Context: an optimization exercise on an open-source flow, tuned for small area, a short achievable clock period and few clock cycles per item. The choices shown serve that exercise and are no tape-out recipe.
RTL that was checked went through simulation tests only; none was proved equivalent to the original.
Function not checked in run 2: the RTL went through the layout flow alone.

==> flow/design.v, too long to show whole: its modules and the start of the top module <==
// module mont_redc_ws: 1112 lines
module mont_redc_ws #(
    parameter int P_WIDTH  = 64,
    parameter int W_WIDTH  = 32,
    parameter int PD_WIDTH = 2 * P_WIDTH,
    parameter int NUM_W    = P_WIDTH / W_WIDTH
) (
    input  logic                clk,
    input  logic                rst_n,
    input  logic                in_valid,
    output logic                in_ready,
    input  logic [PD_WIDTH-1:0] Mul_in,
    input  logic [P_WIDTH-1:0]  N_in,
    input  logic [W_WIDTH-1:0]  Nprime_in,
    output logic                out_valid,
    input  logic                out_ready,
    output logic [P_WIDTH-1:0]  res_out,
    output logic [P_WIDTH:0]    res_raw_out
);
  // ...
==> flow/run.sh <==
#!/bin/bash
# synth_recipe.tcl (not shown) runs the flow's synth.tcl, then flattens the netlist and writes it again
# the make line also repeats each setting of config.mk as NAME=value (left out here)
make -C /OpenROAD-flow-scripts/flow DESIGN_CONFIG=/design/flow/config.mk WORK_HOME=/design/flow/orfs CLKGATE_MAP_FILE= SYNTH_SCRIPT=/design/flow/synth_recipe.tcl finish
==> flow/config.mk <==
export PLATFORM = sky130hd
export DESIGN_NAME = mont_redc_ws
export DESIGN_NICKNAME = mont_redc_ws
export VERILOG_FILES = /design/flow/design.v
export SDC_FILE = /design/flow/constraint.sdc
export NUM_CORES = 4
export LEC_CHECK = 0
export CAP_MARGIN = 20
export CORE_MARGIN = 2
export CORE_UTILIZATION = 40
export SLEW_MARGIN = 20
==> flow/constraint.sdc <==
create_clock -name core_clock -period 16.0 [get_ports {clk}]
set_input_delay 3.2000 -clock core_clock [delete_from_list [all_inputs] [get_ports {clk}]]
set_output_delay 3.2000 -clock core_clock [all_outputs]
set_load 0.01 [all_outputs]
==> results.tsv, run 1 <==
metric	value	unit
Clock Path Buffers	3	
final non-filler cell total	4789	
Setup Total Neg Slack	0	ps
syn nets	4383	
initial core utilization	0.404	
pre-CTS setup slack	7790	ps
Worst EP arrival	8710	ps
GRT Total Usage	0.253	
outcome	complete, no violations	
slowest stage delay, CP	770	ps
drt drc	0	
post-synth cell types	82	
global-route track usage on met2	0.402	
Hold Path End	out_valid	
min Tclk post-route	8310	ps
Setup Buffers After CTS	0	
multi-input combinational area share	0.607	
Post-Place Cells	4730	
Compound-Gate Fraction of Synth Area	0.167	
critical-path maximum fanout	40	
top cells by area, synth	fa_1 20%, edfxtp_1 14%, xnor2_1 8.8%, a22oi_1 7.4%, ha_1 7.2%	
count leader, synth	inv_1	
largest family of logic cells by synthesized area	adder cells	
#FFs+latches synth	244	
largest net degree at the start of global routing	80	
Final Wtd Congestion	0.898	
fin util	0.459	
Iter 0 DRT Violations	2228	
Testbench counts, summed over its fixed seeds: cycles 52,816, items 4,800.
==> run 2, diff against run 1 <==
--- a/flow/design.v
+++ b/flow/design.v
@@ -37,23 +37,25 @@
         assign bnp[j] = {Nprime_in[2*j+1], Nprime_in[2*j], (j == 0) ? 1'b0 : Nprime_in[2*j-1]};
         always_ff @(posedge clk) begin
             onen[j] <= bnp[j][1] ^ bnp[j][0];
             twon[j] <= (bnp[j] == 3'b011) || (bnp[j] == 3'b100);
             negn[j] <= bnp[j][2];
         end
     end
     logic [2:0] bd [4];
-    logic [3:0] one, two, neg, nneg, one_a, two_a, neg_a;
+    logic [3:0] one, two, neg, nneg, one_a, two_a, neg_a, one_d, two_d, neg_d;
+    logic [7:0] q_d;
+    logic       qtop_d;
     for (genvar j = 0; j < 4; j++) begin : g_enc
-        assign bd[j] = {q_q[2*j+1], q_q[2*j], (j == 0) ? qtop : q_q[2*j-1]};
-        assign one[j]  = bd[j][1] ^ bd[j][0];
-        assign two[j]  = (bd[j] == 3'b011) || (bd[j] == 3'b100);
-        assign neg[j]  = bd[j][2];
-        assign nneg[j] = ~bd[j][2];
+        assign bd[j] = {q_d[2*j+1], q_d[2*j], (j == 0) ? qtop_d : q_d[2*j-1]};
+        assign one_d[j] = bd[j][1] ^ bd[j][0];
+        assign two_d[j] = (bd[j] == 3'b011) || (bd[j] == 3'b100);
+        assign neg_d[j] = bd[j][2];
+        assign nneg[j]  = ~neg[j];
         assign one_a[j] = one[j] & la_on;
         assign two_a[j] = two[j] & la_on;
         assign neg_a[j] = neg[j] & la_on;
     end
     logic [64:0] e0, e1, e2, e3;
     assign e0 = (({65{one[0]}} & {1'b0, n_q}) | ({65{two[0]}} & {n_q, 1'b0})) ^ {65{neg[0]}};
     assign e1 = (({65{one[1]}} & {1'b0, n_q}) | ({65{two[1]}} & {n_q, 1'b0})) ^ {65{neg[1]}};
     assign e2 = (({65{one[2]}} & {1'b0, n_q}) | ({65{two[2]}} & {n_q, 1'b0})) ^ {65{neg[2]}};
@@ -1083,30 +1085,45 @@
             end
             if (st_fin2) begin
                 st_fin2   <= 1'b0;
                 st_load   <= 1'b1;
                 out_valid <= 1'b1;
             end
         end
     end
+    always_comb begin
+        if (st_step) begin
+            q_d    = (cnt == 3'd7) ? 8'h00 : la_next;
+            qtop_d = q_q[7];
+        end else if (st_fin1) begin
+            q_d    = 8'hFF;
+            qtop_d = 1'b0;
+        end else begin
+            q_d    = q0;
+            qtop_d = 1'b0;
+        end
+    end
+    always_ff @(posedge clk) begin
+        if (!st_fin2) begin
+            q_q  <= q_d;
+            qtop <= qtop_d;
+            one  <= one_d;
+            two  <= two_d;
+            neg  <= neg_d;
+        end
+    end
     always_ff @(posedge clk) begin
         if (st_step) begin
             w    <= x[73:8];
-            qtop <= q_q[7];
-            q_q  <= (cnt == 3'd7) ? 8'h00 : la_next;
         end else if (st_fin1) begin
             w    <= x[65:0];
-            q_q  <= 8'hFF;
-            qtop <= 1'b0;
         end else if (st_fin2) begin
             r    <= x[65] ? w[63:0] : x[63:0];
         end else begin
-            q_q  <= q0;
             nt_q <= la_next;
-            qtop <= 1'b0;
             if (free) begin
                 w <= {2'b0, Mul_in[63:0]};
                 r <= Mul_in[127:64];
             end
         end
     end
 endmodule
==> flow/config.mk (replaced) <==
export PLATFORM = sky130hd
export DESIGN_NAME = mont_redc_ws
export DESIGN_NICKNAME = mont_redc_ws
export VERILOG_FILES = /design/flow/design.v
export SDC_FILE = /design/flow/constraint.sdc
export NUM_CORES = 4
export LEC_CHECK = 0
export CAP_MARGIN = 20
export CORE_MARGIN = 2
export CORE_UTILIZATION = 40
export SLEW_MARGIN = 60
==> run 2 against run 1 <==
  * Cell count up 0.23%
  * Flip-flop and latch count up 8
  * Count of clock-buffer cells in the layout up 7
  * Die area up 0.25%
  * Register-to-register slack better by 1000 ps
==> results.tsv, run 2 <==
metric	value	unit	change
drt first pass iters	6		
f_max	138	MHz	
Final Hold Viols	0		
slowest CP cell	edfxtp_1		
placed instance area	36500	um2	
Avg Inst Size Synth	8.98	um2	
drt drc	0		unchanged
max reg flops	66		
Crit. End Element	flip-flop		
count leader, synth	inv_1		
initial core utilization	0.404		about the same
reg2reg end	r[45]		
CTS tree	done		
worst path required time	16330	ps	
Area Growth Syn to Fin	15.9	%	
Clock Path Buffers	3		unchanged
syn nets	4365		-0.41%
YS warnings	3		
Largest Register	w		
Max H-tree Level	2		
area leader, netlist	fa_1		
Worst Hold Depth	2		
RSZ-0062 raised after global routing	false		
pin slew with the least headroom to its limit	638	ps	
Total Wirelength	103000	um	
Setup Buffers After CTS	0		unchanged
GRT Total Usage	0.245		-0.00744
first-pass GRT wire length	158000	um	
I/O pin cnt	359		
HP Class	reg -> reg		
Worst EP arrival	7580	ps	-1130 ps
#FFs+latches synth	252		+3.3%
clk root buf	clkbuf_16		
FP Rows	104		
post-synth cell types	80		-2.4%
Slew Limit Fails	0		
Core ar.	80500	um2	
top cells by area, synth	fa_1 20%, edfxtp_1 14%, xnor2_1 9.1%, a22oi_1 7.3%, ha_1 7.2%		
critical-path maximum fanout	28		-30%
Die Width	289	um	
slowest stage delay, CP	550	ps	-220 ps
DR WL/cell	21.5	um	
fin area	37700	um2	
Max Cap Viol	0		
Setup Total Neg Slack	0	ps	unchanged
Layout Skew	38.6	ps	
Crit path buffers/inverters	9		
Post-synth EDFFs	155		
# port buffers	334		
DR vias/cell	5.46		
Primary FF master, synth	edfxtp_1		
clock-pin slew on the worst setup and hold paths	60	ps	
Slew headroom	0.573		
Cell Chain, Critical Path	buf_4, inv_2, buf_8, buf_12, xnor2_1, fa_1, inv_1, fa_1, inv_1, fa_1, inv_1, ha_1, a21oi_1, o21ai_1, a21oi_1, o21bai_1, nor4b_1, o31a_1, nand3_1, nand3_4, buf_6, buf_12, mux2i_1, mux2_2		
CTS resizes	0		
Inserted Clock Buffers	35		
Crit Path Class	reg -> reg		
Async SR Flop Fraction	0		
commonest cells in the netlist	557 x inv_1, 338 x xnor2_1, 326 x fa_1		
Setup Viol. Count Final	0		
initial antenna violation count	7		
outcome	complete, no violations		
cells after synthesis	3624		
worst r2r path cells	24		
largest net degree at the start of global routing	70		-13%
clock sink total	252		
R2R Setup Slk	8740	ps	
DP HPWL	79000	um	
Top Registers	w x66, n_q x64, r x64		
critical path's top delay family	adder cells		
reg2reg start	neg[0]		
Iter 0 DRT Violations	1945		-13%
share of the synthesized area in the top cell type	0.201		
most frequent cells in the layout	557 x inv_1, 334 x clkdlybuf4s50_1, 326 x fa_1, 317 x a22oi_1, 314 x xnor2_1		
crit start category	flip-flop		
Worst-Skew Late Latency	580	ps	
Final Cycle Share	0.453		
Seq/Total Area, Yosys	0.203		
share of layout cells above drive strength 1	0.0549		
post-layout worst setup margin	8740	ps	
Antenna Nets Post-Route	0		
min Tclk post-route	7260	ps	-1050 ps
DIE AREA	83600	um2	
cell area after synthesis	32500	um2	
Hold Path End	cnt[1]		
Fill cells	7773		
Final Wtd Congestion	0.893		-0.51%
Die Y	289	um	
most common cell after layout, fill and taps aside	inv_1		
vias in the first global route	26371		
via count	26208		
pre-CTS setup slack	8770	ps	+982 ps
CTS hold repair buffers	0		
nets	4451		
GRT Residual Overflow	0		
Hold Startpoint	cnt[1]		
==> run 2: worst max-delay path by stage <==
stage | start | endpoint | slack (ps) | cells after the start
4_1_cts | neg[0] | r[45] | 8720 | 23
5_1_grt | neg[0] | r[45] | 8310 | 24
6_report | neg[0] | r[45] | 8740 | 24
2_1_floorplan | st_fin1 | w[63] | 9260 | 23
3_5_place_dp | neg[0] | r[45] | 8770 | 23
3_3_place_gp | neg[0] | r[45] | 7640 | 22
==> run 2: kinds of logic (layout without fill, tap and decap cells) <==
kind of cell,after synthesis,after routing,share of synthesized area
and+or+nand+nor,565,565,0.0802
muxes,126,126,0.0396
buffers and inverters,899,1012,0.114
AOI/OAI and AO/OA,804,804,0.166
other,0,3,0
xor gates and xnor gates,465,465,0.125
DFF,252,252,0.203
adders and majority gates,513,513,0.272
==> run 2: layout make-up <==
| type | instances | area (um2) | area share |
|---|---|---|---|
| timing repair buffer | 387 | 3960 | 0.105 |
| antenna | 3 | 7.51 | 0.000199 |
| clock inverter | 23 | 230 | 0.00610 |
| inverter | 561 | 2110 | 0.0559 |
| tap | 1060 | 1330 | 0.0352 |
| clock buffer | 41 | 908 | 0.0241 |
| multi-input combinational | 2473 | 22600 | 0.598 |
| sequential | 252 | 6610 | 0.175 |
==> run 2: stage by stage <==
stage,util,instances,hold slack [ps]
floorplan,-,3624,489
global placement,0.446,4720,508
detailed placement,0.453,4732,525
CTS,0.467,4796,542
global route,0.468,4799,573
finish,0.468,4800,533
==> run 2: tightest hold or removal path: cells and delay by family, from the launching register on <==
kind / cells / cell delay, ps
and+or+nand+nor: 1 / 100
AOI/OAI and AO/OA: 1 / 60
DFF: 1 / 330
==> run 2: routing by layer <==
| metal | track usage | part of all wire | vias to the layer above |
|---|---|---|---|
| met1 | 0.337 | 0.43 | 13002 |
| met2 | 0.401 | 0.47 | 980 |
| met4 | 0.0653 | 0.024 | 4 |
| met3 | 0.0398 | 0.072 | 130 |
| met5 | 0 | 0.00024 | - |
| li1 | - | - | 12092 |

## port drivers added, routing unchanged
No port has a modelled driver above. Below, the same layouts with a new extraction and two added sets of constraints. Step 1 sets driving cells, clkbuf_16 on the clock port and buf_2 on the other inputs (assumed; they add their load-dependent delay and slew). Step 2 times the ports against the registers' clock, not the clock port: input delays grow and output delays shrink by t, the midpoint of the rising clock arrivals with the driver on. a / b / c = ideal ports / drivers / drivers and shift; a / b = the first two.
run | t, ns | slack for setup (ns) | hold slack, ns | slew at the worst register clock pin (ns) | cell pins on the clock port's net
run 1 | 0.673 | 7.695 / 7.695 / 7.695 | 0.542 / 0.542 / 0.542 | 0.07 / 0.07 | 1
run 2 | 0.630 | 8.745 / 8.745 / 8.745 | 0.533 / 0.533 / 0.533 | 0.07 / 0.07 | 1
After both steps setup and hold are still met in every run listed.
